What follows belongs to an exercise in optimizing a design on an open flow for small area, a short achievable clock period and few clock cycles per item; a production flow would make more cautious choices. Only simulation tests tie the RTL to the original design; equivalence was not proved. Power is estimated from default activity; no workload was simulated.

// modred_top
module modred_top (
  input  logic              clk_i,
  input  logic              rst_ni,
  input  logic              psel_i,
  input  logic              penable_i,
  input  logic              pwrite_i,
  input  logic [11:0]       paddr_i,
  input  modred_pkg::word_t pwdata_i,
  output modred_pkg::word_t prdata_o,
  output logic              pready_o,
  output logic              pslverr_o
);
  localparam int ROW_W = 4;
  localparam int NROWS = 64 / ROW_W;
  localparam int PTR_W = $clog2(NROWS);
  localparam int IO_ST = 0;
  logic [PTR_W-1:0]                 ptr;
  logic [ROW_W-1:0][32-1:0] last_row;
  logic [ROW_W-1:0]                 tag_v;
  logic [ROW_W-1:0][3:0]            tag_k;
  logic [ROW_W-1:0]                 tag_kind;
  logic [ROW_W-1:0]                 wr_en;
  modred_pkg::word_t                wr_data;
  modred_apb_regs #(
    .ROW_W (ROW_W),
    .NROWS (NROWS),
    .IO_ST (IO_ST)
  ) u_regs (
    .clk_i      (clk_i),
    .rst_ni     (rst_ni),
    .psel_i     (psel_i),
    .penable_i  (penable_i),
    .pwrite_i   (pwrite_i),
    .paddr_i    (paddr_i),
    .pwdata_i   (pwdata_i),
    .prdata_o   (prdata_o),
    .pready_o   (pready_o),
    .pslverr_o  (pslverr_o),
    .ptr_i      (ptr),
    .last_row_i (last_row),
    .tag_v_o    (tag_v),
    .tag_k_o    (tag_k),
    .tag_kind_o (tag_kind),
    .wr_en_o    (wr_en),
    .wr_data_o  (wr_data)
  );
  modred_shared_mem #(
    .ROW_W (ROW_W),
    .NROWS (NROWS),
    .IO_ST (IO_ST)
  ) u_mem (
    .clk_i      (clk_i),
    .tag_v_i    (tag_v),
    .tag_k_i    (tag_k),
    .tag_kind_i (tag_kind),
    .wr_en_i    (wr_en),
    .wr_data_i  (wr_data),
    .ptr_o      (ptr),
    .last_row_o (last_row)
  );
endmodule
Size in the first run: ~2400 flip-flops, about 0.084 sq mm of cells after synthesis.
==> flow/config.mk <==
export PLATFORM = sky130hd
export DESIGN_NAME = modred_top
export DESIGN_NICKNAME = modred_top
export VERILOG_FILES = /design/flow/design.v
export SDC_FILE = /design/flow/constraint.sdc
export NUM_CORES = 4
export LEC_CHECK = 0
export ABC_CLOCK_PERIOD_IN_PS = 6000
export CAP_MARGIN = 20
export CORE_MARGIN = 2
export CORE_UTILIZATION = 60
export PLACE_DENSITY = 0.7
export SLEW_MARGIN = 20
==> flow/constraint.sdc <==
create_clock -name core_clock -period 10.0 [get_ports {clk_i}]
set_input_delay 2.0000 -clock core_clock [delete_from_list [all_inputs] [get_ports {clk_i}]]
set_output_delay 2.0000 -clock core_clock [all_outputs]
set_load 0.01 [all_outputs]
standard.sh (not shown) runs the stock make flow with config.mk's settings and CLKGATE_MAP_FILE= SYNTH_SCRIPT=/design/flow/synth_recipe.tcl, a recipe that flattens the netlist after the stock synthesis.
==> flow/flow/run.sh <==
#!/bin/bash
# Own layout flow: the standard ORFS flow (standard.sh, so the standard
# synthesis unchanged) with three differences in how the layout is made:
#  - timing repair aims for setup slack of SETUP_SLACK_MARGIN ns beyond the
#    10 ns constraint, so cells on the longest paths get sized up;
#  - ports are buffered with sky130_fd_sc_hd__buf_2 rather than the smallest
#    buffer ORFS picks (a delay cell);
#  - clock tree synthesis adds no dummy loads for balancing.
# The clock period, SDC and all checks are the design's. make's output goes to
# flow_make.log here; each ORFS step writes its own full log under orfs/logs/.
set -euo pipefail
export SETUP_SLACK_MARGIN=6.8
export BUFFER_PORTS_ARGS="-buffer_cell sky130_fd_sc_hd__buf_2"
export CTS_ARGS="-sink_clustering_enable -repair_clock_nets -dont_use_dummy_load -sink_clustering_size 30"
bash standard.sh finish > flow_make.log 2>&1
Testbench counts at the start, summed over its fixed seeds: cycles 3,722, words 5,120.
Edit:
ABC_CLOCK_PERIOD_IN_PS = 3500   (was 6000)
CORE_UTILIZATION = 66   (was 60)
PLACE_DENSITY = 0.75   (was 0.7)
The changed run completed without violations; die area went down by 9.0%; wire length grows by 1.9%; sequential share of layout area goes up by 0.28 points; final area falls by 0.51%; total power fell by 0.51%; worst setup slack degrades by 0.086 ns; register-to-register slack degrades by 0.09 ns; clock power fell by about 1%; non-clock buffer count is lower by 7; synthesized area does not change; clock-buffer cell count drops by 6.
Edit:
--- a/flow/flow/run.sh
+++ b/flow/flow/run.sh
@@ -10,5 +10,5 @@
 # flow_make.log here; each ORFS step writes its own full log under orfs/logs/.
 set -euo pipefail
-export SETUP_SLACK_MARGIN=6.8
+export SETUP_SLACK_MARGIN=7.2
 export BUFFER_PORTS_ARGS="-buffer_cell sky130_fd_sc_hd__buf_2"
 export CTS_ARGS="-sink_clustering_enable -repair_clock_nets -dont_use_dummy_load -sink_clustering_size 30"
CORE_UTILIZATION = 60   (was 66)
PLACE_DENSITY = 0.7   (was 0.75)
Outcome:
- clock-buffer cell count grows by 5
- power climbs by 0.61%
- setup slack gets better by 0.028 ns
- design area rose by 5.3%
- wire length is higher by 2.9%
- critical path depth climbs by 1
- maximum frequency went up by 0.80%
- synthesized cell count is unchanged
- clock power climbs by about 1%
- global-route usage went down by 2.5 points
Edit:
--- a/flow/flow/run.sh
+++ b/flow/flow/run.sh
@@ -10,5 +10,5 @@
 # flow_make.log here; each ORFS step writes its own full log under orfs/logs/.
 set -euo pipefail
-export SETUP_SLACK_MARGIN=7.2
+export SETUP_SLACK_MARGIN=6.8
 export BUFFER_PORTS_ARGS="-buffer_cell sky130_fd_sc_hd__buf_2"
 export CTS_ARGS="-sink_clustering_enable -repair_clock_nets -dont_use_dummy_load -sink_clustering_size 30"
CORE_UTILIZATION = 55   (was 60)
PLACE_DENSITY = 0.65   (was 0.7)
What happened: The changed run finished clean; count of clock-buffer cells in the layout came out higher by 3; final cell count is lower by 0.47%; first-iteration DRC count went down by 12%; non-clock buffer count drops by 197; power grows by 0.32%; maximum frequency went down by 0.32%; cell area went down by 4.1%; routed wire length went down by 3.0%; via count shrinks by 3.4%; core utilization is lower by 8.6 points; worst setup slack degrades by 0.011 ns.

separate check: timing with driven ports:
In the flow no input, the clock included, has a driving cell. The finished layouts below were timed again as built, in two steps. Step 1 sets driving cells, clkbuf_16 on the clock port and buf_2 on the other inputs (assumed; they add their load-dependent delay and slew). Step 2 also shifts input and output timing later by t, the mid clock arrival at the registers, as if the neighbouring blocks saw the same clock. Slacks: ideal / step 1 / step 2; pairs: ideal / step 1.
| run | t, ns | setup slack, ns | worst slew at a driven data input, ns | cell pins on the clock port's net |
|---|---|---|---|---|
| the first run | 0.894 | 6.563 / 6.563 / 5.799 | 0.19 | 1 |
| the second run | 0.861 | 6.477 / 6.477 / 5.982 | 0.17 | 1 |
| the third run | 0.870 | 6.505 / 6.505 / 6.018 | 0.20 | 1 |
| the fourth run | 0.887 | 6.494 / 6.494 / 5.855 | 0.21 | 1 |
After both steps every run listed still meets setup and hold. The setup slack of the first run, which loses most, moves by 0.000 ns with the drivers and by -0.764 ns with both steps.
